This design comes from an exercise in tuning for small area, a short achievable clock period and few clock cycles on the open sky130 flow, not from production work.
Where RTL was checked, it was by simulation tests only, not by an equivalence proof against the original.
Function not checked in runs 1 and 4: the RTL went through the layout flow alone.
Power figures rest on the tool's default switching activity, not on a simulated workload.

--- flow/run.sh ---
#!/bin/bash
# synth_recipe.tcl (not shown) runs the flow's synth.tcl, then flattens the netlist and writes it again
# the make line also repeats each setting of config.mk as NAME=value (left out here)
make -C /OpenROAD-flow-scripts/flow DESIGN_CONFIG=/design/flow/config.mk WORK_HOME=/design/flow/orfs CLKGATE_MAP_FILE= SYNTH_SCRIPT=/design/flow/synth_recipe.tcl finish
--- flow/config.mk ---
export PLATFORM = sky130hd
export DESIGN_NAME = fb_backend_top
export DESIGN_NICKNAME = fb_backend_top
export VERILOG_FILES = /design/flow/design.v
export SDC_FILE = /design/flow/constraint.sdc
export NUM_CORES = 4
export LEC_CHECK = 0
export CAP_MARGIN = 20
export CORE_MARGIN = 2
export CORE_UTILIZATION = 65
export PLACE_DENSITY = 0.75
export SETUP_SLACK_MARGIN = 3.2
export SLEW_MARGIN = 20
--- flow/constraint.sdc ---
create_clock -name core_clock -period 6.0 [get_ports {clk}]
set_input_delay 1.2000 -clock core_clock [delete_from_list [all_inputs] [get_ports {clk}]]
set_output_delay 1.2000 -clock core_clock [all_outputs]
set_load 0.01 [all_outputs]
--- flow/design.v ---
package raster_pkg;
    localparam int screen_w = 16;
    localparam int screen_h = 8;
    localparam int x_width = $clog2(screen_w);
    localparam int y_width = $clog2(screen_h);
    localparam int pixel_count = screen_w * screen_h;
    localparam int index_width = x_width + y_width;
    localparam int depth_width = 16;
    localparam int rgb565_width = 16;
    localparam logic [7:0] default_alpha = 8'h00;
    typedef struct packed {
        logic [x_width-1:0] x;
        logic [y_width-1:0] y;
    } screen_pos_t;
    typedef struct packed {
        logic [7:0] r;
        logic [7:0] g;
        logic [7:0] b;
        logic [7:0] a;
    } rgba8888_t;
    typedef struct packed {
        logic [4:0] r;
        logic [5:0] g;
        logic [4:0] b;
    } rgb565_t;
    typedef struct packed {
        logic        enable;
        screen_pos_t start_pos;
        screen_pos_t end_pos;
    } scissor_t;
    typedef struct packed {
        scissor_t               scissor;
        rgba8888_t              clear_color;
        logic [depth_width-1:0] clear_depth;
        logic                   color_write_enable;
        logic                   depth_write_enable;
    } fb_config_t;
    typedef enum logic [1:0] {
        CMD_NONE        = 2'd0,
        CMD_MEMSET      = 2'd1,
        CMD_SWAP        = 2'd2,
        CMD_MEMSET_SWAP = 2'd3
    } fb_cmd_e;
    typedef enum logic [1:0] {
        SEQ_IDLE   = 2'd0,
        SEQ_LAUNCH = 2'd1,
        SEQ_WAIT   = 2'd2
    } seq_state_e;
    function automatic logic [rgb565_width-1:0] to_rgb565(input logic [31:0] color);
        to_rgb565 = {color[31:27], color[23:18], color[15:11]};
    endfunction
    function automatic logic [31:0] from_rgb565(input logic [rgb565_width-1:0] color);
        from_rgb565 = {color[15:11], 3'b000, color[10:5], 2'b00, color[4:0], 3'b000, default_alpha};
    endfunction
endpackage
`timescale 1ns/10ps
module framebuffer_tile #(
    parameter int pixel_width = 16
)
(
    input  logic                        clk,
    input  logic [127:0]                pix_we,
    input  logic [pixel_width-1:0]      wdata,
    input  logic [6:0]                  rd_pos,
    output logic [pixel_width-1:0]      rd_data
);
    logic [pixel_width-1:0] mem [128];
    for (genvar p = 0; p < 128; p++)
    begin : g_pix
        always_ff @(posedge clk)
        begin
            if (pix_we[p])
            begin
                mem[p] <= wdata;
            end
        end
    end
    logic [pixel_width-1:0] rd_sel;
    assign rd_sel = mem[{rd_pos[2:0], rd_pos[6:3]}];
    always_ff @(posedge clk)
    begin
        rd_data <= rd_sel;
    end
endmodule
`timescale 1ns/10ps
module buffer_sequencer (
    input  logic                clk,
    input  logic                rst,
    input  logic                cmd_valid,
    input  logic [1:0]          cmd,
    input  logic                fb_swapped,
    output logic                memset_go,
    output logic                swap_fb,
    output logic                busy,
    output logic                cmd_done
);
    logic accept;
    assign accept    = cmd_valid && !busy && (cmd != 2'd0);
    assign memset_go = cmd_valid && !busy && cmd[0];
    always_ff @(posedge clk)
    begin
        if (rst)
        begin
            busy     <= 1'b0;
            swap_fb  <= 1'b0;
            cmd_done <= 1'b0;
        end
        else
        begin
            swap_fb  <= accept && cmd[1];
            if (busy)
            begin
                busy     <= !fb_swapped;
                cmd_done <= fb_swapped;
            end
            else
            begin
                busy     <= accept && cmd[1];
                cmd_done <= accept && !cmd[1];
            end
        end
    end
endmodule
`timescale 1ns/10ps
module fb_backend_top (
    input  logic        clk,
    input  logic        rst,
    input  logic [64:0] cfg,
    input  logic        cmd_valid,
    input  logic [1:0]  cmd,
    input  logic        wr_valid,
    input  logic [6:0]  wr_pos,
    input  logic [31:0] wr_color,
    input  logic [15:0] wr_depth,
    input  logic        rd_valid,
    input  logic [6:0]  rd_pos,
    input  logic        fb_swapped,
    output logic        color_rd_valid,
    output logic [31:0] color_rd_data,
    output logic        depth_rd_valid,
    output logic [15:0] depth_rd_data,
    output logic        busy,
    output logic        swap_fb,
    output logic        cmd_done
);
    raster_pkg::fb_config_t  cfg_s;
    logic                    memset_go;
    logic                    frag_wr;
    logic                    rd_v;
    logic [15:0]             x_in;
    logic [7:0]              y_in;
    logic [127:0]            pix_in;
    logic [127:0]            pix_hit;
    logic [127:0]            color_we;
    logic [127:0]            depth_we;
    logic [15:0]             color_wdata;
    logic [15:0]             depth_wdata;
    logic [15:0]              color_rd_raw;
    assign cfg_s = cfg;
    buffer_sequencer seq (
        .clk        (clk),
        .rst        (rst),
        .cmd_valid  (cmd_valid),
        .cmd        (cmd),
        .fb_swapped (fb_swapped),
        .memset_go  (memset_go),
        .swap_fb    (swap_fb),
        .busy       (busy),
        .cmd_done   (cmd_done)
    );
    assign frag_wr = wr_valid && !busy;
    for (genvar x = 0; x < 16; x++)
    begin : g_x
        assign x_in[x] = (4'(x) >= cfg_s.scissor.start_pos.x) && (4'(x) < cfg_s.scissor.end_pos.x);
    end
    for (genvar y = 0; y < 8; y++)
    begin : g_y
        assign y_in[y] = (3'(y) >= cfg_s.scissor.start_pos.y) && (3'(y) < cfg_s.scissor.end_pos.y);
    end
    for (genvar p = 0; p < 128; p++)
    begin : g_we
        assign pix_in[p]   = !cfg_s.scissor.enable || (x_in[p % 16] && y_in[p / 16]);
        assign pix_hit[p]  = memset_go || (frag_wr && ({wr_pos[2:0], wr_pos[6:3]} == 7'(p)));
        assign color_we[p] = cfg_s.color_write_enable && pix_in[p] && pix_hit[p];
        assign depth_we[p] = cfg_s.depth_write_enable && pix_in[p] && pix_hit[p];
    end
    assign color_wdata = memset_go ? raster_pkg::to_rgb565(cfg_s.clear_color) : raster_pkg::to_rgb565(wr_color);
    assign depth_wdata = memset_go ? cfg_s.clear_depth : wr_depth;
    framebuffer_tile #(
        .pixel_width (16)
    ) color_tile (
        .clk     (clk),
        .pix_we  (color_we),
        .wdata   (color_wdata),
        .rd_pos  (rd_pos),
        .rd_data (color_rd_raw)
    );
    framebuffer_tile #(
        .pixel_width (16)
    ) depth_tile (
        .clk     (clk),
        .pix_we  (depth_we),
        .wdata   (depth_wdata),
        .rd_pos  (rd_pos),
        .rd_data (depth_rd_data)
    );
    always_ff @(posedge clk)
    begin
        if (rst)
        begin
            rd_v <= 1'b0;
        end
        else
        begin
            rd_v <= rd_valid && !busy;
        end
    end
    assign color_rd_data  = raster_pkg::from_rgb565(color_rd_raw);
    assign color_rd_valid = rd_v;
    assign depth_rd_valid = rd_v;
endmodule
==> metrics.md, run 1 <==
| Metric | Value |
|---|---|
| Status | stopped before the end |
| Last stage | global routing |
| Error | [ERROR GRT-0228] Horizontal edge usage exceeds the maximum allowed. (47, 43) usage=65535 limit=3200 |
| Antenna violations before repair | 194 |
| Compound-cell area share of the yosys netlist | 12.44% |
| Dpl hpwl | 537700 µm |
| Netlist Area Pre-Place | 155500 µm² |
| Htree depth | 5 |
| Adder-cell share of the synthesized area | 0% |
| CTS Sinks | 4132 |
| Die span in y | 493.1 µm |
| Ys async rst share | 0% |
| Port Buffers | 139 |
| Post-Synth Simple-Gate Area | 4.960% |
| CTS Hold Bufs | 0 |
| GR repair worst EP | color_tile.rd_data[6]$_DFF_P_/D |
| Io pins | 188 |
| Die Wd | 493.1 µm |
| Synth Flop Type | edfxtp_1 |
| Clock buffer depth | 4 |
| Synthesized area per cell | 17.17 µm² |
| Number of synthesized register bits | 4132 |
| Yosys warns | 4 |
| FP Rows | 179 |
| Seq/Total Area, Yosys | 79.56% |
| RD Place Congestion | 1.149 |
| Placed cell areas | 168400 µm² |
| Post-synth EDFFs | 4096 |
| Num CTS Buffers | 410 |
| Mapped Cells | 9054 |
| Largest net degree at the start of global routing | 129 |
| Worst endpoint type | sequential cell input |
| Synth Area in XOR/XNOR | 0% |
| Yosys cell types | 81 |
| Largest family of logic cells by synthesized area | compound AO/OA/AOI/OAI gates |
| Multiplexer share of the synthesized area | 1.243% |
| Placed instance count | 12560 |
| Starting Density | 65.38% |
| CTS Root Cell | clkbuf_16 |
[cell usage after synthesis, drive strengths merged, types with 8 or more instances]
cell | instances | share of area (%)
a2111oi | 27 | 0.15
a211oi | 15 | 0.072
a21oi | 303 | 0.98
a221oi | 112 | 0.63
a222oi | 109 | 0.70
a22o | 224 | 1.3
a22oi | 1256 | 6.1
a31oi | 35 | 0.14
a32o | 9 | 0.058
a32oi | 71 | 0.40
a41oi | 11 | 0.062
and2 | 150 | 0.60
and3 | 72 | 0.29
and4 | 12 | 0.068
buf | 294 | 0.96
clkbuf | 325 | 0.78
dfxtp | 36 | 0.46
edfxtp | 4096 | 79
inv | 16 | 0.039
mux2 | 97 | 0.70
mux2i | 84 | 0.54
nand2 | 234 | 0.56
nand2b | 17 | 0.068
nand3 | 103 | 0.33
nand3b | 9 | 0.043
nand4 | 154 | 0.63
nor2 | 404 | 0.98
nor2b | 17 | 0.068
nor3 | 101 | 0.33
nor3b | 10 | 0.051
nor4 | 90 | 0.37
nor4b | 11 | 0.070
o2111ai | 8 | 0.045
o211ai | 32 | 0.15
o21ai | 127 | 0.41
o22a | 20 | 0.11
o22ai | 194 | 0.78
o32ai | 17 | 0.096
or2 | 9 | 0.036
or3 | 15 | 0.060
or4 | 29 | 0.14
[cells by family after synthesis]
kind of cell | count (synthesis)
flip-flops | 4132
AO/OA/AOI/OAI | 2625
AND/OR/NAND/NOR | 1477
buffers and inverters | 638
multiplexers | 181
other | 1
[worst max-delay path by stage]
stage	startpoint	endpoint	slack (ps)	cells past startpoint
CTS	rd_pos[3]	color_tile.rd_data[3]	2640	12
detailed placement	rd_pos[4]	depth_tile.rd_data[11]	340	11
floorplan	rd_pos[5]	depth_tile.rd_data[6]	2650	10
global placement	rd_pos[4]	depth_tile.rd_data[11]	420	11
[power groups by stage]
stage	registers, µW	logic, µW	clock network, µW
2_1_floorplan	33500	1640	0
3_3_place_gp	33500	4110	0
3_5_place_dp	33600	4190	0
4_1_cts	33000	5010	24400
[repair_timing]
item,in CTS
endpoints found under the setup margin,7761
pin swaps,270
setup buffers,746
gates resized for setup,925
gates cloned,62
[through the flow]
stage / util, % / setup slack [ps] / hold WS, ps / total power, µW
after floorplan: - / 2648 / 439.2 / 35120
after global placement: 70.69 / 423.3 / 457.0 / 37640
after detailed placement: 70.78 / 343.6 / 467.5 / 37760
after CTS: 81.92 / 2645 / 482.8 / 62390
==> run 2: changes to the inputs <==
--- a/flow/design.v
+++ b/flow/design.v
@@ -75,11 +75,23 @@
             end
         end
     end
-    logic [pixel_width-1:0] rd_sel;
-    assign rd_sel = mem[{rd_pos[2:0], rd_pos[6:3]}];
+    logic [6:0]             rd_idx;
+    logic [pixel_width-1:0] lvl [8][128];
+    assign rd_idx = {rd_pos[2:0], rd_pos[6:3]};
+    for (genvar p = 0; p < 128; p++)
+    begin : g_leaf
+        assign lvl[0][p] = mem[p];
+    end
+    for (genvar l = 0; l < 7; l++)
+    begin : g_lvl
+        for (genvar i = 0; i < (64 >> l); i++)
+        begin : g_node
+            assign lvl[l+1][i] = rd_idx[l] ? lvl[l][2*i+1] : lvl[l][2*i];
+        end
+    end
     always_ff @(posedge clk)
     begin
-        rd_data <= rd_sel;
+        rd_data <= lvl[7][0];
     end
 endmodule
 `timescale 1ns/10ps
--- a/flow/config.mk
+++ b/flow/config.mk
@@ -7,7 +7,8 @@
 export LEC_CHECK = 0
 export CAP_MARGIN = 20
 export CORE_MARGIN = 2
-export CORE_UTILIZATION = 65
-export PLACE_DENSITY = 0.75
-export SETUP_SLACK_MARGIN = 3.2
+export CORE_UTILIZATION = 40
+export CTS_CLUSTER_DIAMETER = 100
+export CTS_CLUSTER_SIZE = 30
+export SETUP_SLACK_MARGIN = 3.0
 export SLEW_MARGIN = 20
==> run 2 against run 1 <==
Against the previous run: the run now finishes clean; synthesized area increased by 3.3%; synthesized cell count decreased by 26%.
==> metrics.md, run 2 <==
| Metric | Value |
|---|---|
| Status | timing/DRC/antenna clean (was stopped before the end) |
| CP startpoint | rd_pos[3] |
| Number of synthesized register bits | 4132 (unchanged) |
| Synth Flop Type | edfxtp_1 (unchanged) |
| Final worst-path cycle share | 55.22% |
| Area added between synthesis and finish | 13.97% |
| Worst Setup Start Kind | input port |
| Worst hold margin | 643.1 ps |
| Worst path required time | 6790 ps |
| Htree depth | 4 (was 5) |
| Starting Density | 40.19% (was 65.38%) |
| CTS Root Cell | clkbuf_16 (unchanged) |
| Worst-Margin Slew | 1213 ps |
| Fmax | 301.8 MHz |
| Wl on met1 | 168100 µm |
| Leak | 0.05566 µW |
| Worst Skew | 47.65 ps |
| Worst R2R Path Depth | 4 |
| Overflow left after global routing | 0 |
| FP Rows | 232 (was 179) |
| Max Cap Viol | 0 |
| Worst hold path type | reg -> reg |
| Io pins | 188 (unchanged) |
| Yosys warns | 5 (was 4) |
| 1st-iter DRT viols | 9674 |
| Slew headroom | 18.77% |
| RSZ-0062 raised after global routing | true |
| WL met2 | 212000 µm |
| Commonest non-fill, non-tap cell in the layout | edfxtp_1 |
| Global Route Usage Sum | 20.35% |
| DR pass1 iterations | 9 |
| Port Buffers | 139 (unchanged) |
| Cell with the most instances after synthesis | edfxtp_1 (unchanged) |
| Hold violation count in the final report | 0 |
| Most frequent cells in the layout | edfxtp_1, mux4_2, buf_4 |
| Wire per inst | 33.80 µm |
| Setup_tns | 0 ps |
| CTS Sinks | 4132 (unchanged) |
| Yosys cell types | 52 (was 81) |
| Final nets | 7239 |
| R2R Setup Slk | 3100 ps |
| Mapped Cells | 6691 (was 9054) |
| Post-synth top cells | edfxtp_1, mux4_2, clkbuf_1, nor2_1, and2_1 (was edfxtp_1, a22oi_1, nor2_1, clkbuf_1, a21oi_1) |
| Post-DRT Antenna Nets | 0 |
| Num CTS Buffers | 167 (was 410) |
| Tmin final | 3313 ps |
| Clock latency (worst-skew pair) | 920 ps |
| Top Layer Used | met5 |
| Critical Path, Cell by Cell | buf_16 -> buf_12 -> buf_12 -> buf_16 -> buf_12 -> buf_4 -> mux4_2 -> mux4_2 -> mux4_2 -> mux2_4 |
| Worst-path clk slew | 110 ps |
| Regs by FF count | color_tile.mem x2048, depth_tile.mem x2048 |
| DRC errors left | 0 |
| Largest net degree at the start of global routing | 129 |
| Netlist Area Pre-Place | 160600 µm² (was 155500 µm²) |
| DIE AREA | 406700 µm² |
| RD Place Congestion | 0.8819 (was 1.149) |
| Biggest area consumer among synthesized cells | edfxtp_1 (unchanged) |
| Crit path kind | in -> reg |
| Fraction of layout cells with a size suffix above 1 | 35.68% |
| Antenna violations before repair | 56 |
| Worst setup EP type | flip-flop |
| Final Max Slew Viols | 0 |
| Worst R2R End | color_tile.mem[42][13] |
| First-pass GRT wire length | 584300 µm |
| Die span in y | 637.7 µm (was 493.1 µm) |
| Routed met3 length | 28670 µm |
| Final Routed Wirelength | 422000 µm |
| Synth area leaders | edfxtp_1, mux4_2, clkbuf_1 (was edfxtp_1, a22oi_1, a22o_1) |
| Hold depth | 2 |
| Critical Path End | color_tile.rd_data[11] |
| Dpl hpwl | 247800 µm (was 537700 µm) |
| Layout fillers | 32240 |
| Clock buffer depth | 4 (unchanged) |
| WP data arrival | 4100 ps |
| CTS tree | done |
| P per Cell Area | 283.4 nW/µm² |
| Area of the core | 399700 µm² |
| Post-synth EDFFs | 4096 (unchanged) |
| Crit-path slowest cell | mux4_2 |
| Die Wd | 637.7 µm (was 493.1 µm) |
| Via/cell ratio | 5.938 |
| Seq/Total Area, Yosys | 77.02% (was 79.56%) |
| Via Count | 74130 |
| Reg-to-reg startpoint | seq.busy |
| VDD IR-drop max | 226.3 µV |
| Ys async rst share | 0% (unchanged) |
| Delay of the slowest cell on the worst path | 600 ps |
| Number of global-route vias before repair | 74110 |
| Final setup vio count | 0 |
| Largest fanout on the critical path | 7 |
| Synthesized area per cell | 24.01 µm² (was 17.17 µm²) |
| Top cell type's share of synthesized area | 76.57% (was 79.10%) |
## run 2: cell count changes after synthesis, moves of 102 or more
cell	before	now
mux4_2	0	1344
a22oi_1	1256	1
nor2_1	398	124
nand2_1	234	8
a22o_1	224	0
a21oi_1	303	84
o22ai_1	194	0
buf_2	196	76
a221oi_1	112	0
a222oi_1	109	0
nand4_1	152	50
## run 2: cells by family after synthesis
logic type | after synthesis | synth area share [%]
and+or+nand+nor | 427 | 1.445
buffers and inverters | 452 | 1.183
AOI/OAI and AO/OA | 271 | 1.062
DFF | 4132 | 77.02
muxes | 1408 | 19.29
other | 1 | 0.002334
## run 2: what timing repair did
item	in CTS	in global routing
endpoints found under the setup margin	5899	1762
hold buffers	0	0
setup buffers	208	23
cloned	53	6
pin swaps	99	7
resized for setup	430	65
## run 2: how the worst min path moves through the flow
| stage | slack, ps | startpoint | endpoint |
|---|---|---|---|
| after floorplan | 810 | seq.busy | seq.busy |
| after global placement | 730 | seq.busy | rd_v |
| after detailed placement | 740 | seq.busy | seq.busy |
| after CTS | 790 | rd_valid | rd_v |
| after global routing | 650 | seq.busy | rd_v |
| final | 640 | seq.busy | rd_v |
## run 2: stage by stage
stage,setup slack (ps),util [%],area (µm²),power [µW],std cells
after floorplan,2484,-,163700,36140,6706
after global placement,906.6,42.86,171300,37910,11910
after detailed placement,861.5,42.87,171300,38060,11910
after CTS,2775,45.59,182200,52230,12400
after global routing,2748,45.80,183100,53370,12470
final,2687,45.80,183100,51900,12480
## run 2: critical path, delay by kind of cell
kind | cells | cell delay [ps]
buffers and inverters | 6 | 800
multiplexers | 4 | 2010
## run 2: power breakdown
group	internal (µW)	switching (µW)
Sequential	32700	159
Clock	5450	8590
Combinational	1970	3040
Total	40100	11800
## run 2: metal layers
| layer | global-route usage, % | vias up |
|---|---|---|
| met5 | 0 | - |
| met4 | 5.243 | 2 |
| met3 | 2.560 | 418 |
| met2 | 34.50 | 2881 |
| met1 | 28.04 | 41250 |
| li1 | - | 29570 |
## run 2: layout make-up
class                      count  area (µm²)  share of cell area [%]
antenna                       58       145.1                 0.07927
clock buffer                 203        4463                   2.438
clock inverter                22       375.4                  0.2050
inverter                       5       23.77                 0.01298
multi-input combinational   2128       38050                   20.78
sequential                  4132      123800                   67.59
tap                         5265        6588                   3.598
timing repair buffer         670        9696                   5.296
Testbench counts of run 2, summed over its fixed seeds: cycles 4,796.
==> run 3: changes to the inputs <==
--- a/flow/config.mk
+++ b/flow/config.mk
@@ -8,7 +8,5 @@
 export CAP_MARGIN = 20
 export CORE_MARGIN = 2
 export CORE_UTILIZATION = 40
-export CTS_CLUSTER_DIAMETER = 100
-export CTS_CLUSTER_SIZE = 30
-export SETUP_SLACK_MARGIN = 3.0
+export SETUP_SLACK_MARGIN = 2.5
 export SLEW_MARGIN = 20
==> run 3 against run 2 <==
Against the previous run: clock power grew 81%; final cell count rose by 3.5%; still clean; largest cell class unchanged; non-clock buffer count down 81; largest power group unchanged.
==> metrics.md, run 3 <==
| Metric | Value |
|---|---|
| Placed instance count | 12090 (was 11910) |
| Mapped Cells | 6691 (unchanged) |
| Worst path required time | 6760 ps (was 6790 ps) |
| RSZ-0062 raised after global routing | true (unchanged) |
| Num CTS Buffers | 410 (was 167) |
| Yosys cell types | 52 (unchanged) |
| WP data arrival | 4350 ps (was 4100 ps) |
| Fraction of layout cells with a size suffix above 1 | 34.66% (was 35.68%) |
| Die Wd | 637.7 µm (unchanged) |
| Max Cap Viol | 0 (unchanged) |
| Setup_tns | 0 ps (unchanged) |
| Tmin final | 3592 ps (was 3313 ps) |
| VDD IR-drop max | 258.5 µV (was 226.3 µV) |
| Total power | 62740 µW (was 51900 µW) |
| DR pass1 iterations | 6 (was 9) |
| 1st-iter DRT viols | 8422 (was 9674) |
| Area added between synthesis and finish | 15.60% (was 13.97%) |
| Final nets | 7397 (was 7239) |
| CTS Sinks | 4132 (unchanged) |
| Wire per inst | 31.42 µm (was 33.80 µm) |
| Most frequent cells in the layout | edfxtp_1, mux4_2, clkbuf_16 (was edfxtp_1, mux4_2, buf_4) |
| Final non-filler cell total | 12920 (was 12480) |
| DRC errors left | 0 (unchanged) |
| Number of synthesized register bits | 4132 (unchanged) |
| CTS Hold Bufs | 0 (unchanged) |
| FP Rows | 232 (unchanged) |
| CTS tree | done (unchanged) |
| Post-synth EDFFs | 4096 (unchanged) |
| Largest net degree at the start of global routing | 129 (unchanged) |
| Slew headroom | 27.12% (was 18.77%) |
| Post-DRT Antenna Nets | 0 (unchanged) |
| Yosys warns | 5 (unchanged) |
| Biggest area consumer among synthesized cells | edfxtp_1 (unchanged) |
| Via Count | 74460 (was 74130) |
| Synthesized area per cell | 24.01 µm² (unchanged) |
| Final setup vio count | 0 (unchanged) |
| Worst Skew | 67.12 ps (was 47.65 ps) |
| Die span in y | 637.7 µm (unchanged) |
| Overflow left after global routing | 0 (unchanged) |
| First-pass GRT wire length | 575500 µm (was 584300 µm) |
| Worst Setup Start Kind | input port (unchanged) |
| Starting Density | 40.19% (unchanged) |
| Commonest non-fill, non-tap cell in the layout | edfxtp_1 (unchanged) |
| Area of the core | 399700 µm² (unchanged) |
| Synth Flop Type | edfxtp_1 (unchanged) |
| Fmax | 278.4 MHz (was 301.8 MHz) |
| Leak | 0.05768 µW (was 0.05566 µW) |
| DIE AREA | 406700 µm² (unchanged) |
| Netlist Area Pre-Place | 160600 µm² (unchanged) |
| Worst-Margin Slew | 1093 ps (was 1213 ps) |
| Final Max Slew Viols | 0 (unchanged) |
| Top cell type's share of synthesized area | 76.57% (unchanged) |
| Ys async rst share | 0% (unchanged) |
| Largest fanout on the critical path | 26 (was 7) |
| Crit path kind | in -> reg (unchanged) |
| Hold violation count in the final report | 0 (unchanged) |
| Worst hold margin | 509.2 ps (was 643.1 ps) |
| Worst hold path type | reg -> reg (unchanged) |
| P per Cell Area | 337.8 nW/µm² (was 283.4 nW/µm²) |
| Worst-path clk slew | 60 ps (was 110 ps) |
| Number of global-route vias before repair | 76540 (was 74110) |
| Worst setup EP type | flip-flop (unchanged) |
| Clock buffer depth | 4 (unchanged) |
| Global Route Usage Sum | 19.78% (was 20.35%) |
| Post-synth top cells | edfxtp_1, mux4_2, clkbuf_1, nor2_1, and2_1 (unchanged) |
| Status | timing/DRC/antenna clean (unchanged) |
| Antenna violations before repair | 54 (was 56) |
| Final worst-path cycle share | 59.86% (was 55.22%) |
| RD Place Congestion | 0.9034 (was 0.8819) |
| Clock latency (worst-skew pair) | 960 ps (was 920 ps) |
| Htree depth | 5 (was 4) |
| Synth area leaders | edfxtp_1, mux4_2, clkbuf_1 (unchanged) |
| Cell with the most instances after synthesis | edfxtp_1 (unchanged) |
| Layout fillers | 32340 (was 32240) |
| Regs by FF count | color_tile.mem x2048, depth_tile.mem x2048 (unchanged) |
| Final Routed Wirelength | 405900 µm (was 422000 µm) |
| Io pins | 188 (unchanged) |
| Port Buffers | 139 (unchanged) |
| CTS Root Cell | clkbuf_16 (unchanged) |
| Dpl hpwl | 253700 µm (was 247800 µm) |
| Seq/Total Area, Yosys | 77.02% (unchanged) |
| Via/cell ratio | 5.764 (was 5.938) |
run 3: repair_timing:
action	in CTS	in global routing
pin swaps	13	3
gates cloned	4	0
buffers inserted	21	3
resized for setup	45	48
endpoints found under the setup margin	2247	1691
run 3: metrics by stage:
step	utilization (%)	instance area [µm²]	setup WS [ps]
2_1_floorplan	-	162200	2067
3_3_place_gp	42.88	171400	946.0
3_5_place_dp	42.88	171400	998.2
4_1_cts	46.35	185300	2435
5_1_grt	46.45	185700	2406
6_report	46.46	185700	2408
run 3: critical path: stages:
cell and delay, ps:
buf_16 240, buf_4 430, mux4_2 580, mux4_2 630, mux4_2 610, mux2_2 500
run 3: cell type report:
class / count / area, µm² / share of cell area, %
flip-flops and latches: 4132 / 123700 / 66.62
multi-input cells: 2124 / 36170 / 19.48
clock buffers: 504 / 10810 / 5.821
well taps: 5265 / 6588 / 3.547
repair buffers: 589 / 5802 / 3.124
clock inverters: 245 / 2464 / 1.327
diodes: 54 / 135.1 / 0.07277
inverters: 5 / 20.02 / 0.01078
run 3: final timing paths:
check / from / slack (ps) / depth (start not counted) / end
min reg2reg: seq.busy / 510 / 1 / seq.swap_fb
max: rd_pos[3] / 2410 / 6 / depth_tile.rd_data[2]
max reg2reg: seq.busy / 2900 / 6 / color_tile.mem[12][10]
min: seq.busy / 510 / 1 / seq.swap_fb
run 3: cell families after synthesis:
logic type             after synthesis  share of synthesized area (%)
AOI/OAI and AO/OA                  271                          1.062
buffers and inverters              452                          1.183
DFF                               4132                          77.02
muxes                             1408                          19.29
other                                1                       0.002334
and+or+nand+nor                    427                          1.445
run 3: metal layers:
metal	track usage [%]	up-vias	share of wire [%]	routed length, µm
li1	-	30230	-	-
met5	0	-	0.0084	34
met1	26.48	40760	39	159900
met4	5.106	6	2.5	10280
met2	33.52	2926	51	205800
met3	3.587	538	7.4	29840
run 3: power by group:
| group | internal [µW] | total (µW) | switching, µW |
|---|---|---|---|
| logic | 1710 | 4550 | 2840 |
| registers | 32700 | 32900 | 145 |
| clock network | 14500 | 25300 | 10800 |
==> run 4: changes to the inputs <==
--- a/flow/design.v
+++ b/flow/design.v
@@ -76,22 +76,51 @@
         end
     end
     logic [6:0]             rd_idx;
-    logic [pixel_width-1:0] lvl [8][128];
+    logic [3:0]             hot [4];
+    logic [pixel_width-1:0] s0 [128];
+    logic [pixel_width-1:0] s1 [32];
+    logic [pixel_width-1:0] s2 [8];
+    logic [pixel_width-1:0] s3 [2];
     assign rd_idx = {rd_pos[2:0], rd_pos[6:3]};
+    for (genvar k = 0; k < 4; k++)
+    begin : g_hot
+        for (genvar j = 0; j < 4; j++)
+        begin : g_j
+            if (k < 3)
+            begin : g_two
+                assign hot[k][j] = (rd_idx[2*k +: 2] == 2'(j));
+            end
+            else
+            begin : g_one
+                assign hot[k][j] = (j < 2) && (rd_idx[6] == 1'(j));
+            end
+        end
+    end
     for (genvar p = 0; p < 128; p++)
     begin : g_leaf
-        assign lvl[0][p] = mem[p];
-    end
-    for (genvar l = 0; l < 7; l++)
-    begin : g_lvl
-        for (genvar i = 0; i < (64 >> l); i++)
-        begin : g_node
-            assign lvl[l+1][i] = rd_idx[l] ? lvl[l][2*i+1] : lvl[l][2*i];
-        end
+        assign s0[p] = mem[p];
+    end
+    function automatic logic [pixel_width-1:0] or4_sel(
+        input logic [3:0] sel,
+        input logic [pixel_width-1:0] a, b, c, d);
+        or4_sel = ({pixel_width{sel[0]}} & a) | ({pixel_width{sel[1]}} & b)
+                | ({pixel_width{sel[2]}} & c) | ({pixel_width{sel[3]}} & d);
+    endfunction
+    for (genvar i = 0; i < 32; i++)
+    begin : g_s1
+        assign s1[i] = or4_sel(hot[0], s0[4*i], s0[4*i+1], s0[4*i+2], s0[4*i+3]);
+    end
+    for (genvar i = 0; i < 8; i++)
+    begin : g_s2
+        assign s2[i] = or4_sel(hot[1], s1[4*i], s1[4*i+1], s1[4*i+2], s1[4*i+3]);
+    end
+    for (genvar i = 0; i < 2; i++)
+    begin : g_s3
+        assign s3[i] = or4_sel(hot[2], s2[4*i], s2[4*i+1], s2[4*i+2], s2[4*i+3]);
     end
     always_ff @(posedge clk)
     begin
-        rd_data <= lvl[7][0];
+        rd_data <= hot[3][1] ? s3[1] : s3[0];
     end
 endmodule
 `timescale 1ns/10ps
@@ -101,14 +130,12 @@
     input  logic                cmd_valid,
     input  logic [1:0]          cmd,
     input  logic                fb_swapped,
-    output logic                memset_go,
     output logic                swap_fb,
     output logic                busy,
     output logic                cmd_done
 );
     logic accept;
     assign accept    = cmd_valid && !busy && (cmd != 2'd0);
-    assign memset_go = cmd_valid && !busy && cmd[0];
     always_ff @(posedge clk)
     begin
         if (rst)
@@ -156,12 +183,7 @@
     output logic        cmd_done
 );
     raster_pkg::fb_config_t  cfg_s;
-    logic                    memset_go;
-    logic                    frag_wr;
     logic                    rd_v;
-    logic [15:0]             x_in;
-    logic [7:0]              y_in;
-    logic [127:0]            pix_in;
     logic [127:0]            pix_hit;
     logic [127:0]            color_we;
     logic [127:0]            depth_we;
@@ -175,29 +197,44 @@
         .cmd_valid  (cmd_valid),
         .cmd        (cmd),
         .fb_swapped (fb_swapped),
-        .memset_go  (memset_go),
         .swap_fb    (swap_fb),
         .busy       (busy),
         .cmd_done   (cmd_done)
     );
-    assign frag_wr = wr_valid && !busy;
+    logic        clear_req;
+    logic        color_go;
+    logic        depth_go;
+    logic [15:0] col_c;
+    logic [15:0] col_d;
+    logic [15:0] col_w;
+    logic [7:0]  row_s;
+    logic [7:0]  row_w;
+    assign clear_req = cmd_valid && cmd[0];
+    assign color_go  = !busy && cfg_s.color_write_enable;
+    assign depth_go  = !busy && cfg_s.depth_write_enable;
     for (genvar x = 0; x < 16; x++)
     begin : g_x
-        assign x_in[x] = (4'(x) >= cfg_s.scissor.start_pos.x) && (4'(x) < cfg_s.scissor.end_pos.x);
+        logic x_in;
+        assign x_in     = (4'(x) >= cfg_s.scissor.start_pos.x) && (4'(x) < cfg_s.scissor.end_pos.x);
+        assign col_c[x] = color_go && (!cfg_s.scissor.enable || x_in);
+        assign col_d[x] = depth_go && (!cfg_s.scissor.enable || x_in);
+        assign col_w[x] = wr_valid && (wr_pos[6:3] == 4'(x));
     end
     for (genvar y = 0; y < 8; y++)
     begin : g_y
-        assign y_in[y] = (3'(y) >= cfg_s.scissor.start_pos.y) && (3'(y) < cfg_s.scissor.end_pos.y);
+        logic y_in;
+        assign y_in     = (3'(y) >= cfg_s.scissor.start_pos.y) && (3'(y) < cfg_s.scissor.end_pos.y);
+        assign row_s[y] = !cfg_s.scissor.enable || y_in;
+        assign row_w[y] = (wr_pos[2:0] == 3'(y));
     end
     for (genvar p = 0; p < 128; p++)
     begin : g_we
-        assign pix_in[p]   = !cfg_s.scissor.enable || (x_in[p % 16] && y_in[p / 16]);
-        assign pix_hit[p]  = memset_go || (frag_wr && ({wr_pos[2:0], wr_pos[6:3]} == 7'(p)));
-        assign color_we[p] = cfg_s.color_write_enable && pix_in[p] && pix_hit[p];
-        assign depth_we[p] = cfg_s.depth_write_enable && pix_in[p] && pix_hit[p];
-    end
-    assign color_wdata = memset_go ? raster_pkg::to_rgb565(cfg_s.clear_color) : raster_pkg::to_rgb565(wr_color);
-    assign depth_wdata = memset_go ? cfg_s.clear_depth : wr_depth;
+        assign pix_hit[p]  = row_s[p / 16] && (clear_req || (col_w[p % 16] && row_w[p / 16]));
+        assign color_we[p] = col_c[p % 16] && pix_hit[p];
+        assign depth_we[p] = col_d[p % 16] && pix_hit[p];
+    end
+    assign color_wdata = clear_req ? raster_pkg::to_rgb565(cfg_s.clear_color) : raster_pkg::to_rgb565(wr_color);
+    assign depth_wdata = clear_req ? cfg_s.clear_depth : wr_depth;
     framebuffer_tile #(
         .pixel_width (16)
     ) color_tile (
--- a/flow/config.mk
+++ b/flow/config.mk
@@ -8,5 +8,7 @@
 export CAP_MARGIN = 20
 export CORE_MARGIN = 2
 export CORE_UTILIZATION = 40
-export SETUP_SLACK_MARGIN = 2.5
+export CTS_CLUSTER_DIAMETER = 100
+export CTS_CLUSTER_SIZE = 30
+export SETUP_SLACK_MARGIN = 3.0
 export SLEW_MARGIN = 20
==> run 4 against run 3 <==
Against the previous run: now fails the layout checks on antenna rules; clock power decreased by 44%; maximum frequency increased by 17%; critical path depth increased by 2; die area decreased by 0.14%; clock-buffer cell count decreased by 251.
==> metrics.md, run 4 <==
| Metric | Value |
|---|---|
| Mapped Cells | 7575 (was 6691) |
| Synth Flop Type | edfxtp_1 (unchanged) |
| Layout fillers | 33300 (was 32340) |
| Die Wd | 637.3 µm (was 637.7 µm) |
| Number of synthesized register bits | 4132 (unchanged) |
| RSZ-0062 raised after global routing | true (unchanged) |
| Final Routed Wirelength | 478800 µm (was 405900 µm) |
| Reg-to-reg startpoint | seq.busy (unchanged) |
| Area added between synthesis and finish | 12.45% (was 15.60%) |
| Post-DRT Antenna Nets | 1 (was 0) |
| CP startpoint | wr_pos[6] (was rd_pos[3]) |
| Yosys warns | 9 (was 5) |
| Worst R2R Path Depth | 6 (unchanged) |
| Synthesized area per cell | 21.18 µm² (was 24.01 µm²) |
| Largest fanout on the critical path | 16 (was 26) |
| Final nets | 8182 (was 7397) |
| FP Rows | 232 (unchanged) |
| Clock buffer depth | 4 (unchanged) |
| Io pins | 188 (unchanged) |
| Biggest area consumer among synthesized cells | edfxtp_1 (unchanged) |
| Post-synth top cells | edfxtp_1, mux4_2, mux2i_1, nand2_1, nor2_1 (was edfxtp_1, mux4_2, clkbuf_1, nor2_1, and2_1) |
| Ys async rst share | 0% (unchanged) |
| Worst-path clk slew | 110 ps (was 60 ps) |
| Max Cap Viol | 0 (unchanged) |
| Commonest non-fill, non-tap cell in the layout | edfxtp_1 (unchanged) |
| Leak | 0.05639 µW (was 0.05768 µW) |
| Starting Density | 40.16% (was 40.19%) |
| Synth area leaders | edfxtp_1, mux4_2, mux2i_1 (was edfxtp_1, mux4_2, clkbuf_1) |
| Num CTS Buffers | 164 (was 410) |
| CTS Hold Bufs | 0 (unchanged) |
| Worst-Margin Slew | 1044 ps (was 1093 ps) |
| Seq/Total Area, Yosys | 77.13% (was 77.02%) |
| Critical Path End | depth_tile.mem[9][1] (was depth_tile.rd_data[2]) |
| CTS tree | done (unchanged) |
| Regs by FF count | color_tile.mem x2048, depth_tile.mem x2048 (unchanged) |
| R2R Setup Slk | 3460 ps (was 2900 ps) |
| Largest net degree at the start of global routing | 129 (unchanged) |
| Top cell type's share of synthesized area | 76.68% (was 76.57%) |
| Worst Skew | 79.37 ps (was 67.12 ps) |
| Tmin final | 3071 ps (was 3592 ps) |
| First-pass GRT wire length | 650300 µm (was 575500 µm) |
| 1st-iter DRT viols | 11600 (was 8422) |
| CTS Sinks | 4132 (unchanged) |
| Area of the core | 399400 µm² (was 399700 µm²) |
| Overflow left after global routing | 0 (unchanged) |
| Wire per inst | 35.60 µm (was 31.42 µm) |
| Number of global-route vias before repair | 78670 (was 76540) |
| RD Place Congestion | 0.8933 (was 0.9034) |
| Most frequent cells in the layout | edfxtp_1, mux4_2, mux2i_1 (was edfxtp_1, mux4_2, clkbuf_16) |
| Via Count | 81350 (was 74460) |
| Status | failed layout checks (was timing/DRC/antenna clean) |
| Final worst-path cycle share | 51.19% (was 59.86%) |
| Via/cell ratio | 6.049 (was 5.764) |
| DRC errors left | 0 (unchanged) |
| Fmax | 325.6 MHz (was 278.4 MHz) |
| Crit path kind | in -> reg (unchanged) |
| Hold violation count in the final report | 0 (unchanged) |
| Die span in y | 637.3 µm (was 637.7 µm) |
| Global Route Usage Sum | 23.04% (was 19.78%) |
| Dpl hpwl | 298100 µm (was 253700 µm) |
| Netlist Area Pre-Place | 160400 µm² (was 160600 µm²) |
| WP data arrival | 3640 ps (was 4350 ps) |
| Yosys cell types | 49 (was 52) |
| Htree depth | 4 (was 5) |
| Post-synth EDFFs | 4096 (unchanged) |
| CTS Root Cell | clkbuf_16 (unchanged) |
| Final setup vio count | 0 (unchanged) |
| Worst Setup Start Kind | input port (unchanged) |
| Setup_tns | 0 ps (unchanged) |
| Multi-input gate area | 36450 µm² (was 36170 µm²) |
| P per Cell Area | 286.2 nW/µm² (was 337.8 nW/µm²) |
| Slew headroom | 30.41% (was 27.12%) |
| Final Max Slew Viols | 0 (unchanged) |
| Worst R2R End | depth_tile.mem[23][1] (was color_tile.mem[12][10]) |
| Fraction of layout cells with a size suffix above 1 | 26.61% (was 34.66%) |
| FF+latch area | 123800 µm² (was 123700 µm²) |
| Total power | 51630 µW (was 62740 µW) |
| VDD IR-drop max | 233.4 µV (was 258.5 µV) |
| Clock latency (worst-skew pair) | 930 ps (was 960 ps) |
| Worst path required time | 6560 ps (was 6760 ps) |
| Port Buffers | 139 (unchanged) |
| Failing Checks | antenna rules |
| Worst setup EP type | flip-flop (unchanged) |
| Cell with the most instances after synthesis | edfxtp_1 (unchanged) |
| DR pass1 iterations | 6 (unchanged) |
| DIE AREA | 406100 µm² (was 406700 µm²) |
| Antenna violations before repair | 40 (was 54) |
| Worst hold path type | reg -> reg (unchanged) |
run 4: cell types whose count changed in the layout (fill, tap and decap cells not counted), moves of 70 or more:
| cell | before | now |
|---|---|---|
| mux2i_1 | 0 | 539 |
| mux4_2 | 1344 | 901 |
| nand2_1 | 8 | 282 |
| clkbuf_16 | 416 | 175 |
| a22oi_1 | 1 | 229 |
| and2_1 | 111 | 2 |
| o21ai_0 | 26 | 129 |
| clkinv_1 | 92 | 1 |
| nor2_4 | 15 | 106 |
| nor2_2 | 75 | 150 |
| clkinv_2 | 71 | 1 |
run 4: routing by layer:
layer	global-route usage, %	vias to the layer above	wire, µm	share of wire [%]
met3	2.859	615	38940	8.1
met4	8.490	6	19940	4.2
met1	32.37	44370	191100	40
met5	0	-	41	0.0086
met2	37.11	4082	228700	48
li1	-	32280	-	-
run 4: timing repair:
item                                     CTS  global route
resized for setup                        267            74
pin swaps                                 43            15
endpoints found under the setup margin  6980          3323
setup buffers                             68            28
cloned                                    20             8
run 4: per-stage QoR:
stage	std cells	utilization (%)	setup slack (ps)	cell area [µm²]	hold slack, ps
after detailed placement	13020	43.06	1322	172000	626.2
after global routing	13430	45.15	2891	180400	560.0
after global placement	13020	43.06	1314	172000	600.6
final	13450	45.16	2929	180400	517.6
after CTS	13390	44.93	2883	179500	526.2
after floorplan	7590	-	2799	162400	579.2
run 4: how the worst min path moves through the flow:
| stage | cells after the start | end | slack [ps] | start |
|---|---|---|---|---|
| floorplan | 1 | rd_v | 580 | seq.busy |
| global placement | 1 | seq.busy | 600 | seq.busy |
| detailed placement | 1 | seq.busy | 630 | seq.busy |
| CTS | 1 | rd_v | 530 | seq.busy |
| global route | 1 | rd_v | 560 | seq.busy |
| finish | 1 | rd_v | 520 | seq.busy |
run 4: critical path, cell delays in order:
cell and delay (ps):
clkdlybuf4s50_1 560, nand2_1 90, nor2_2 400, nand2_1 390, o21ai_0 260, nand2_1 170, nor2_4 140, buf_4 350
run 4: final cells by class:
class | count | share of cell area [%]
sequential | 4132 | 68.62
clock inverter | 25 | 0.1998
clock buffer | 253 | 2.507
antenna | 24 | 0.03329
multi-input combinational | 3000 | 20.21
timing repair buffer | 741 | 4.761
tap | 5265 | 3.652
inverter | 8 | 0.01665
run 4: where the power goes:
part / internal (µW) / switching (µW) / total (µW)
clock network: 5480 / 8640 / 14100
logic: 1590 / 3160 / 4750
registers: 32600 / 182 / 32800
run 4: kinds of logic after synthesis:
group           after synthesis  share of synthesized area [%]
mux                        1498                          16.40
compound gates              673                          2.812
other cells                   1                       0.002338
simple gates                811                          2.111
flops                      4132                          77.13
buf+inv                     460                          1.547
==> run 5: changes to the inputs <==
--- a/flow/design.v
+++ b/flow/design.v
@@ -54,6 +54,13 @@
     endfunction
 endpackage
 `timescale 1ns/10ps
+module fb_rd_or8 (
+    input  logic [7:0] pix,
+    input  logic [7:0] sel,
+    output logic       y
+);
+    assign y = |(pix & sel);
+endmodule
 module framebuffer_tile #(
     parameter int pixel_width = 16
 )
@@ -61,7 +68,7 @@
     input  logic                        clk,
     input  logic [127:0]                pix_we,
     input  logic [pixel_width-1:0]      wdata,
-    input  logic [6:0]                  rd_pos,
+    input  logic [127:0]                rd_hot,
     output logic [pixel_width-1:0]      rd_data
 );
     logic [pixel_width-1:0] mem [128];
@@ -75,52 +82,28 @@
             end
         end
     end
-    logic [6:0]             rd_idx;
-    logic [3:0]             hot [4];
-    logic [pixel_width-1:0] s0 [128];
-    logic [pixel_width-1:0] s1 [32];
-    logic [pixel_width-1:0] s2 [8];
-    logic [pixel_width-1:0] s3 [2];
-    assign rd_idx = {rd_pos[2:0], rd_pos[6:3]};
-    for (genvar k = 0; k < 4; k++)
-    begin : g_hot
-        for (genvar j = 0; j < 4; j++)
-        begin : g_j
-            if (k < 3)
-            begin : g_two
-                assign hot[k][j] = (rd_idx[2*k +: 2] == 2'(j));
-            end
-            else
-            begin : g_one
-                assign hot[k][j] = (j < 2) && (rd_idx[6] == 1'(j));
-            end
-        end
-    end
-    for (genvar p = 0; p < 128; p++)
-    begin : g_leaf
-        assign s0[p] = mem[p];
-    end
-    function automatic logic [pixel_width-1:0] or4_sel(
-        input logic [3:0] sel,
-        input logic [pixel_width-1:0] a, b, c, d);
-        or4_sel = ({pixel_width{sel[0]}} & a) | ({pixel_width{sel[1]}} & b)
-                | ({pixel_width{sel[2]}} & c) | ({pixel_width{sel[3]}} & d);
-    endfunction
-    for (genvar i = 0; i < 32; i++)
-    begin : g_s1
-        assign s1[i] = or4_sel(hot[0], s0[4*i], s0[4*i+1], s0[4*i+2], s0[4*i+3]);
-    end
-    for (genvar i = 0; i < 8; i++)
-    begin : g_s2
-        assign s2[i] = or4_sel(hot[1], s1[4*i], s1[4*i+1], s1[4*i+2], s1[4*i+3]);
-    end
-    for (genvar i = 0; i < 2; i++)
-    begin : g_s3
-        assign s3[i] = or4_sel(hot[2], s2[4*i], s2[4*i+1], s2[4*i+2], s2[4*i+3]);
+    logic [15:0]            or8 [pixel_width];
+    logic [pixel_width-1:0] rd_sel;
+    for (genvar b = 0; b < pixel_width; b++)
+    begin : g_bit
+        for (genvar g = 0; g < 16; g++)
+        begin : g_grp
+            logic [7:0] pix;
+            for (genvar k = 0; k < 8; k++)
+            begin : g_k
+                assign pix[k] = mem[8*g+k][b];
+            end
+            fb_rd_or8 u (
+                .pix (pix),
+                .sel (rd_hot[8*g +: 8]),
+                .y   (or8[b][g])
+            );
+        end
+        assign rd_sel[b] = |or8[b];
     end
     always_ff @(posedge clk)
     begin
-        rd_data <= hot[3][1] ? s3[1] : s3[0];
+        rd_data <= rd_sel;
     end
 endmodule
 `timescale 1ns/10ps
@@ -187,6 +170,7 @@
     logic [127:0]            pix_hit;
     logic [127:0]            color_we;
     logic [127:0]            depth_we;
+    logic [127:0]            rd_hot;
     logic [15:0]             color_wdata;
     logic [15:0]             depth_wdata;
     logic [15:0]              color_rd_raw;
@@ -233,6 +217,10 @@
         assign color_we[p] = col_c[p % 16] && pix_hit[p];
         assign depth_we[p] = col_d[p % 16] && pix_hit[p];
     end
+    for (genvar p = 0; p < 128; p++)
+    begin : g_rd
+        assign rd_hot[p] = ({rd_pos[2:0], rd_pos[6:3]} == 7'(p));
+    end
     assign color_wdata = clear_req ? raster_pkg::to_rgb565(cfg_s.clear_color) : raster_pkg::to_rgb565(wr_color);
     assign depth_wdata = clear_req ? cfg_s.clear_depth : wr_depth;
     framebuffer_tile #(
@@ -241,7 +229,7 @@
         .clk     (clk),
         .pix_we  (color_we),
         .wdata   (color_wdata),
-        .rd_pos  (rd_pos),
+        .rd_hot  (rd_hot),
         .rd_data (color_rd_raw)
     );
     framebuffer_tile #(
@@ -250,7 +238,7 @@
         .clk     (clk),
         .pix_we  (depth_we),
         .wdata   (depth_wdata),
-        .rd_pos  (rd_pos),
+        .rd_hot  (rd_hot),
         .rd_data (depth_rd_data)
     );
     always_ff @(posedge clk)
--- a/flow/config.mk
+++ b/flow/config.mk
@@ -7,8 +7,10 @@
 export LEC_CHECK = 0
 export CAP_MARGIN = 20
 export CORE_MARGIN = 2
-export CORE_UTILIZATION = 40
+export CORE_UTILIZATION = 50
 export CTS_CLUSTER_DIAMETER = 100
-export CTS_CLUSTER_SIZE = 30
+export CTS_CLUSTER_SIZE = 24
 export SETUP_SLACK_MARGIN = 3.0
 export SLEW_MARGIN = 20
+export SYNTH_HIERARCHICAL = 1
+export SYNTH_MINIMUM_KEEP_SIZE = 0
==> run 5 against run 4 <==
Against the previous run: the run now finishes clean; via count up 7.8%; sequential power about the same; clock-buffer cell count up 50; critical path depth down 3; critical path type unchanged; sequential cell count unchanged; first-iteration DRC count up 13%; core utilization up 13 points; clock skew down 16 ps; synthesized cell count up 3.1%; clock power up 5%; largest power group unchanged; design area down 5.3%.
==> metrics.md, run 5 <==
| Metric | Value |
|---|---|
| Commonest non-fill, non-tap cell in the layout | edfxtp_1 (unchanged) |
| Worst setup EP type | flip-flop (unchanged) |
| Netlist Area Pre-Place | 147700 µm² (was 160400 µm²) |
| Post-synth EDFFs | 4096 (unchanged) |
| RSZ-0062 raised after global routing | true (unchanged) |
| Mapped Cells | 7810 (was 7575) |
| CP startpoint | cfg[63] (was wr_pos[6]) |
| Tmin final | 3227 ps (was 3071 ps) |
| Worst path required time | 6580 ps (was 6560 ps) |
| CTS Root Cell | clkbuf_16 (unchanged) |
| CTS Hold Bufs | 0 (unchanged) |
| VDD IR-drop max | 316.6 µV (was 233.4 µV) |
| FP Rows | 199 (was 232) |
| Port Buffers | 139 (unchanged) |
| Yosys warns | 12 (was 9) |
| Largest net degree at the start of global routing | 129 (unchanged) |
| Number of synthesized register bits | 4132 (unchanged) |
| Final Max Slew Viols | 0 (unchanged) |
| Met2 GRT Util | 47.97% (was 37.11%) |
| Htree depth | 4 (unchanged) |
| Area of the core | 293800 µm² (was 399400 µm²) |
| Clock buffer depth | 4 (unchanged) |
| Fraction of layout cells with a size suffix above 1 | 18.15% (was 26.61%) |
| Layout fillers | 21820 (was 33300) |
| Max Cap Viol | 0 (unchanged) |
| Via/cell ratio | 6.786 (was 6.049) |
| FF+latch area | 123700 µm² (was 123800 µm²) |
| Area added between synthesis and finish | 15.61% (was 12.45%) |
| CTS Sinks | 4132 (unchanged) |
| Top cell type's share of synthesized area | 83.26% (was 76.68%) |
| P per Cell Area | 295.4 nW/µm² (was 286.2 nW/µm²) |
| Worst Setup Start Kind | input port (unchanged) |
| 1st-iter DRT viols | 13060 (was 11600) |
| Synthesized area per cell | 18.91 µm² (was 21.18 µm²) |
| Overflow left after global routing | 0 (unchanged) |
| Worst-Margin Slew | 1195 ps (was 1044 ps) |
| Crit-path slowest cell | nand2_1 (was clkdlybuf4s50_1) |
| Sequential Power Share | 64.8% (was 63.4%) |
| Ys async rst share | 0% (unchanged) |
| Io pins | 188 (unchanged) |
| Number of global-route vias before repair | 80980 (was 78670) |
| DIE AREA | 299800 µm² (was 406100 µm²) |
| Biggest area consumer among synthesized cells | edfxtp_1 (unchanged) |
| Reg-to-reg startpoint | seq.busy (unchanged) |
| Grt peak-use layer | met2 (unchanged) |
| Internal power | 39330 µW (was 39650 µW) |
| Hold violation count in the final report | 0 (unchanged) |
| Total power | 50450 µW (was 51630 µW) |
| Net Sw Frac | 22.03% (was 23.21%) |
| Dpl hpwl | 296300 µm (was 298100 µm) |
| Setup_tns | 0 ps (unchanged) |
| Synth Flop Type | edfxtp_1 (unchanged) |
| Regs by FF count | color_tile.mem x2048, depth_tile.mem x2048 (unchanged) |
| Global Route Usage Sum | 31.49% (was 23.04%) |
| CTS tree | done (unchanged) |
| Met3 Use GR | 6.372% (was 2.859%) |
| Num CTS Buffers | 194 (was 164) |
| Leak | 0.05188 µW (was 0.05639 µW) |
| Final worst-path cycle share | 53.79% (was 51.19%) |
| Fmax | 309.8 MHz (was 325.6 MHz) |
| First-pass GRT wire length | 654100 µm (was 650300 µm) |
| RD Place Congestion | 0.9599 (was 0.8933) |
| Multi-input gate area | 27820 µm² (was 36450 µm²) |
| Slew headroom | 20.15% (was 30.41%) |
| Yosys cell types | 48 (was 49) |
| Crit path kind | in -> reg (unchanged) |
| Clock latency (worst-skew pair) | 960 ps (was 930 ps) |
| Sw Pwr | 11110 µW (was 11980 µW) |
| Seq/Total Area, Yosys | 83.75% (was 77.13%) |
| Worst hold path type | reg -> reg (unchanged) |
| Most frequent cells in the layout | edfxtp_1, a22oi_1, buf_4 (was edfxtp_1, mux4_2, mux2i_1) |
| Final nets | 9008 (was 8182) |
| Largest fanout on the critical path | 16 (unchanged) |
| Status | timing/DRC/antenna clean (was failed layout checks) |
| Die Wd | 547.5 µm (was 637.3 µm) |
| Delay of the slowest cell on the worst path | 760 ps (was 560 ps) |
| Logic pwr share | 5.8% (was 9.2%) |
| Worst-path clk slew | 90 ps (was 110 ps) |
| Post-synth top cells | edfxtp_1, a22oi_1, nand4_1, nor2_1, nand2_1 (was edfxtp_1, mux4_2, mux2i_1, nand2_1, nor2_1) |
| Cell with the most instances after synthesis | edfxtp_1 (unchanged) |
| Met1 Use GR | 43.27% (was 32.37%) |
| Die span in y | 547.5 µm (was 637.3 µm) |
| Final setup vio count | 0 (unchanged) |
| Worst Skew | 63.00 ps (was 79.37 ps) |
| DRC errors left | 0 (unchanged) |
| Post-DRT Antenna Nets | 0 (was 1) |
| Synth area leaders | edfxtp_1, a22oi_1, nand4_1 (was edfxtp_1, mux4_2, mux2i_1) |
| Final non-filler cell total | 12930 (was 13450) |
| Wire per inst | 37.45 µm (was 35.60 µm) |
| Via Count | 87730 (was 81350) |
| Antenna violations before repair | 44 (was 40) |
| Placed instance count | 12320 (was 13020) |
| Final Routed Wirelength | 484200 µm (was 478800 µm) |
| DR pass1 iterations | 8 (was 6) |
| WP data arrival | 3810 ps (was 3640 ps) |
| Starting Density | 50.28% (was 40.16%) |
| Critical Path, Cell by Cell | clkdlybuf4s50_1 -> o21ai_0 -> nand2_1 -> nor2_2 -> buf_4 (was clkdlybuf4s50_1 -> nand2_1 -> nor2_2 -> nand2_1 -> o21ai_0 -> nand2_1 -> nor2_4 -> buf_4) |
| Clock power share | 29.4% (was 27.4%) |
| Hold wc startpoint | seq.busy (unchanged) |
## run 5: cell count changes in the layout (fill, tap and decap cells not counted), sizes merged, moves of 42 or more
cell    previous run  this run
a21oi             95        31
a22oi            232      2049
a31oi             54        12
buf              587       778
clkbuf           260       308
mux2i            562         0
mux4             901         0
nand2            333       178
nand3             92        15
nand4             20       546
nor2             295       392
nor3              12        74
nor4               0       137
o21ai            147        86
## run 5: Yosys stat by module, one instance, submodules excluded, excerpt
module	flip-flops and latches	copies in the design	area, µm²	cells
buffer_sequencer	3	1	107.6	11
fb_backend_top	1	1	4395	951
fb_rd_or8	0	512	36.28	5
## run 5: repair_timing
action / CTS / global route
setup buffers: 142 / 94
gates cloned: 29 / 10
gates resized for setup: 349 / 106
pin swaps: 99 / 71
setup endpoints to repair: 6736 / 2409
## run 5: logic make-up (layout without fill, tap and decap cells)
kind of cell | after synthesis | after routing | synth area share, %
other cells | 1 | 35 | 0.002539
compound gates | 2197 | 2197 | 10.99
simple gates | 1380 | 1414 | 4.936
buf+inv | 100 | 1231 | 0.3244
flops | 4132 | 4132 | 83.75
## run 5: path summary, 6_finish.rpt
path / slack (ps) / endpoint / depth (start not counted)
min reg2reg: 500 / rd_v / 1
max: 2770 / depth_tile.mem[71][5] / 5
min: 500 / rd_v / 1
max reg2reg: 3230 / depth_tile.mem[71][5] / 5
## run 5: stage by stage
stage                     utilization (%)  hold WS [ps]  setup slack (ps)  instance area (µm²)
after floorplan                         -         536.6              2749               150000
after global placement              54.70         563.0             597.5               160700
after detailed placement            54.72         584.3             550.5               160800
after CTS                           57.58         500.2              2809               169200
after global routing                58.12         517.4              2877               170800
final                               58.13         500.5              2773               170800
## run 5: metal layers
layer / vias up / part of all wire, %
li1: 35750 / -
met1: 45470 / 37
met2: 5556 / 46
met3: 938 / 11
met4: 20 / 6.0
met5: - / 0.030
## run 5: critical path, delay by kind of cell
kind	cells	cell delay [ps]
simple gates	2	1080
buf+inv	2	1060
compound gates	1	400
## run 5: cell type report
cell class,instances,share of cell area [%]
Clock buffer,303,3.125
Sequential cell,4132,72.46
Antenna cell,19,0.02784
Timing Repair Buffer,914,5.160
Multi-Input combinational cell,3627,16.29
Inverter,4,0.008792
Tap cell,3919,2.871
Clock inverter,10,0.05495
## run 5: power by group through the flow
stage | combinational [µW] | sequential (µW) | clock, µW
after floorplan | 995 | 33300 | 0
after global placement | 2600 | 33300 | 0
after detailed placement | 2660 | 33400 | 0
after CTS | 2790 | 32700 | 15000
after global routing | 2970 | 32700 | 15900
final | 2910 | 32700 | 14800
Testbench counts of run 5, summed over its fixed seeds: cycles 4,796.
==> run 6: changes to the inputs <==
--- a/flow/config.mk
+++ b/flow/config.mk
@@ -7,7 +7,7 @@
 export LEC_CHECK = 0
 export CAP_MARGIN = 20
 export CORE_MARGIN = 2
-export CORE_UTILIZATION = 50
+export CORE_UTILIZATION = 40
 export CTS_CLUSTER_DIAMETER = 100
 export CTS_CLUSTER_SIZE = 24
 export SETUP_SLACK_MARGIN = 3.0
==> run 6 against run 5 <==
Against the previous run: maximum frequency hardly changed; clock skew is 15 ps higher; clock power is 3% higher; global-route usage is 4.8 points lower; clock-buffer cell count is 1 higher; largest cell class unchanged; core utilization is 11 points lower; sequential cell count stayed put; highest routed layer unchanged; via count is 3.2% higher; die area is 25% higher; still clean on timing, DRC and antenna; critical path depth is 2 higher; critical path type unchanged.
==> metrics.md, run 6 <==
| Metric | Value |
|---|---|
| Status | timing/DRC/antenna clean (unchanged) |
| Area of the core | 368300 µm² (was 293800 µm²) |
| WL met2 | 231400 µm (was 220800 µm) |
| Worst path required time | 6670 ps (was 6580 ps) |
| Ys async rst share | 0% (unchanged) |
| Overflow left after global routing | 0 (unchanged) |
| Largest net degree at the start of global routing | 97 (was 129) |
| Fraction of layout cells with a size suffix above 1 | 19.72% (was 18.15%) |
| Synth Flop Type | edfxtp_1 (unchanged) |
| Wire per inst | 36.76 µm (was 37.45 µm) |
| CTS Root Cell | clkbuf_16 (unchanged) |
| Max Cap Viol | 0 (unchanged) |
| Worst hold path type | reg -> reg (unchanged) |
| Worst Skew | 77.78 ps (was 63.00 ps) |
| Commonest non-fill, non-tap cell in the layout | edfxtp_1 (unchanged) |
| First-pass GRT wire length | 689800 µm (was 654100 µm) |
| Synthesized area per cell | 18.91 µm² (unchanged) |
| Leak | 0.05265 µW (was 0.05188 µW) |
| FP Rows | 223 (was 199) |
| Final worst-path cycle share | 53.84% (was 53.79%) |
| Num CTS Buffers | 199 (was 194) |
| Critical path's most frequent cell | buf_4 |
| 1st-iter DRT viols | 15290 (was 13060) |
| Clock buffer depth | 4 (unchanged) |
| RD Place Congestion | 0.9662 (was 0.9599) |
| Top cell type's share of synthesized area | 83.26% (unchanged) |
| Slew headroom | 24.58% (was 20.15%) |
| Cell with the most instances after synthesis | edfxtp_1 (unchanged) |
| WP data arrival | 3900 ps (was 3810 ps) |
| CTS tree | done (unchanged) |
| Post-DRT Antenna Nets | 0 (unchanged) |
| Crit path kind | in -> reg (unchanged) |
| Die Wd | 611.7 µm (was 547.5 µm) |
| Post-synth EDFFs | 4096 (unchanged) |
| Clock latency (worst-skew pair) | 1000 ps (was 960 ps) |
| Delay of the slowest cell on the worst path | 810 ps (was 760 ps) |
| Worst-path clk slew | 90 ps (about the same) |
| Dpl hpwl | 307500 µm (was 296300 µm) |
| Worst-Margin Slew | 1130 ps (was 1195 ps) |
| Regs by FF count | color_tile.mem x2048, depth_tile.mem x2048 (unchanged) |
| Yosys cell types | 48 (unchanged) |
| Crit-path slowest cell | nor2_1 (was nand2_1) |
| Final nets | 9154 (was 9008) |
| Synth area leaders | edfxtp_1, a22oi_1, nand4_1 (unchanged) |
| Placed cell areas | 162200 µm² (was 160800 µm²) |
| Number of synthesized register bits | 4132 (unchanged) |
| Post-synth top cells | edfxtp_1, a22oi_1, nand4_1, nor2_1, nand2_1 (unchanged) |
| Post-route cell area | 173700 µm² (was 170800 µm²) |
| RSZ-0062 raised after global routing | true (unchanged) |
| Area added between synthesis and finish | 17.59% (was 15.61%) |
| Tmin final | 3230 ps (was 3227 ps) |
| Hold violation count in the final report | 0 (unchanged) |
| CTS Sinks | 4132 (unchanged) |
| Biggest area consumer among synthesized cells | edfxtp_1 (unchanged) |
| Worst Setup Start Kind | input port (unchanged) |
| DR pass1 iterations | 7 (was 8) |
| Critical Path, Cell by Cell | clkdlybuf4s18_2 -> and2_4 -> buf_12 -> buf_4 -> nor2_1 -> nor2_2 -> buf_4 (was clkdlybuf4s50_1 -> o21ai_0 -> nand2_1 -> nor2_2 -> buf_4) |
| Critical path's top delay family | simple AND/OR/NAND/NOR gates (unchanged) |
| Final Routed Wirelength | 516400 µm (was 484200 µm) |
| Top Layer Used | met5 (unchanged) |
| P per Cell Area | 294.0 nW/µm² (was 295.4 nW/µm²) |
| Io pins | 188 (unchanged) |
| Largest fanout on the critical path | 24 (was 16) |
| Wl on met1 | 189400 µm (was 179300 µm) |
| Netlist Area Pre-Place | 147700 µm² (unchanged) |
| Port Buffers | 139 (unchanged) |
| Worst setup EP type | flip-flop (unchanged) |
| Worst hold margin | 557.9 ps (was 500.5 ps) |
| Via/cell ratio | 6.446 (was 6.786) |
| Yosys warns | 12 (unchanged) |
| Number of global-route vias before repair | 82870 (was 80980) |
| Most frequent cells in the layout | edfxtp_1, a22oi_1, buf_4 (unchanged) |
| Routed met3 length | 59660 µm (was 54780 µm) |
| Setup_tns | 0 ps (unchanged) |
| DRC errors left | 0 (unchanged) |
| Htree depth | 4 (unchanged) |
| Final setup vio count | 0 (unchanged) |
| Seq/Total Area, Yosys | 83.75% (unchanged) |
| Final Max Slew Viols | 0 (unchanged) |
| Fin util | 47.16% (was 58.13%) |
| Global Route Usage Sum | 26.68% (was 31.49%) |
| Mapped Cells | 7810 (unchanged) |
| Worst Path Buf+Inv | 4 (was 2) |
| VDD IR-drop max | 238.9 µV (was 316.6 µV) |
| Starting Density | 40.11% (was 50.28%) |
| Antenna violations before repair | 47 (was 44) |
| Via Count | 90560 (was 87730) |
| DIE AREA | 374200 µm² (was 299800 µm²) |
| Placed instance count | 13290 (was 12320) |
| Final non-filler cell total | 14050 (was 12930) |
| Die span in y | 611.7 µm (was 547.5 µm) |
| Fmax | 309.6 MHz (was 309.8 MHz) |
[run 6: cell counts after synthesis]
No cell type changed its count.
[run 6: final cells by class]
type | count | area, µm²
well taps | 4837 | 6052
flip-flops and latches | 4132 | 123800
multi-input cells | 3647 | 27910
fillers | 30530 | 194600
clock inverters | 16 | 256.5
inverters | 4 | 15.01
diodes | 74 | 185.2
repair buffers | 1035 | 10060
clock buffers | 304 | 5469
[run 6: per-layer routing]
metal	vias up	global-route usage [%]
li1	36110	-
met1	47080	35.88
met2	6269	40.26
met3	1085	5.279
met4	19	15.94
met5	-	0.1679
[run 6: per-stage QoR]
stage          total power [µW]  setup slack [ps]
3_3_place_gp              36010             606.6
3_5_place_dp              36110             532.2
2_1_floorplan             34300              2749
4_1_cts                   51010              2518
5_1_grt                   52110              2845
6_report                  51070              2770
[run 6: worst reg2reg max path, stage by stage, from the launching register on]
cell,delay (ps)
dfxtp_4,380
nor2b_1,130
buf_4,340
nand2_1,270
buf_4,290
nor2_2,580
buf_8,250
[run 6: modules after synthesis, one instance, submodules excluded, a selection]
module	cells inside	area, µm²
buffer_sequencer	11	107.6
fb_backend_top	951	4395
fb_rd_or8	5	36.28
[run 6: final timing paths]
kind,start,to,slack (ps),cells past startpoint
setup / recovery,cmd_valid,depth_tile.mem[63][7],2770,7
hold / removal,seq.busy,seq.busy,560,2
hold reg to reg,seq.busy,seq.busy,560,2
setup reg to reg,seq.busy,color_tile.mem[101][3],3460,6
[run 6: cells by family after synthesis]
kind of cell           after synthesis  share of synthesized area [%]
AO/OA/AOI/OAI                     2197                          10.99
buffers and inverters              100                         0.3244
flip-flops                        4132                          83.75
other                                1                       0.002539
AND/OR/NAND/NOR                   1380                          4.936
[run 6: what timing repair did]
| item | 4_1_cts | 5_1_grt |
|---|---|---|
| hold buffers | 0 | 0 |
| pin swaps | 142 | 58 |
| cloned | 54 | 7 |
| buffers inserted | 207 | 92 |
| setup endpoints to repair | 5718 | 2350 |
| gates resized for setup | 386 | 132 |
[run 6: power breakdown]
part           total (µW)  switching [µW]  internal, µW
clock               15300            8890          6400
sequential          32700             161         32500
combinational        3080            2420           660

-- what the ideal ports hide --
How much do the figures lean on ideal ports? The routed layouts below were timed once more, with nothing changed but the port constraints. Step 1, drivers: a clkbuf_16 drives clk and a buf_2 each remaining input, both assumed. Step 2, shift: input delay + t, output delay - t, t = (earliest + latest rising clock arrival at the registers) / 2. This alone moves slack from input paths to output paths. a / b / c = no drivers / after step 1 / after step 2; a / b = the first two.
run	t (ns)	setup slack, ns	latest minus earliest clock arrival (ns)	worst slew at a driven data input, ns
run 2	1.000	2.687 / 2.397 / 1.397	0.061 / 0.061	0.46
run 3	1.039	2.408 / 2.395 / 1.356	0.078 / 0.078	0.24
run 4	1.018	2.929 / 2.741 / 1.723	0.086 / 0.085	0.35
run 5	1.020	2.773 / 2.788 / 1.768	0.075 / 0.075	0.18
run 6	1.042	2.770 / 2.771 / 1.730	0.103 / 0.103	0.31
The setup slack of run 2, which loses most, moves by -0.290 ns with the drivers and by -1.290 ns with both steps.
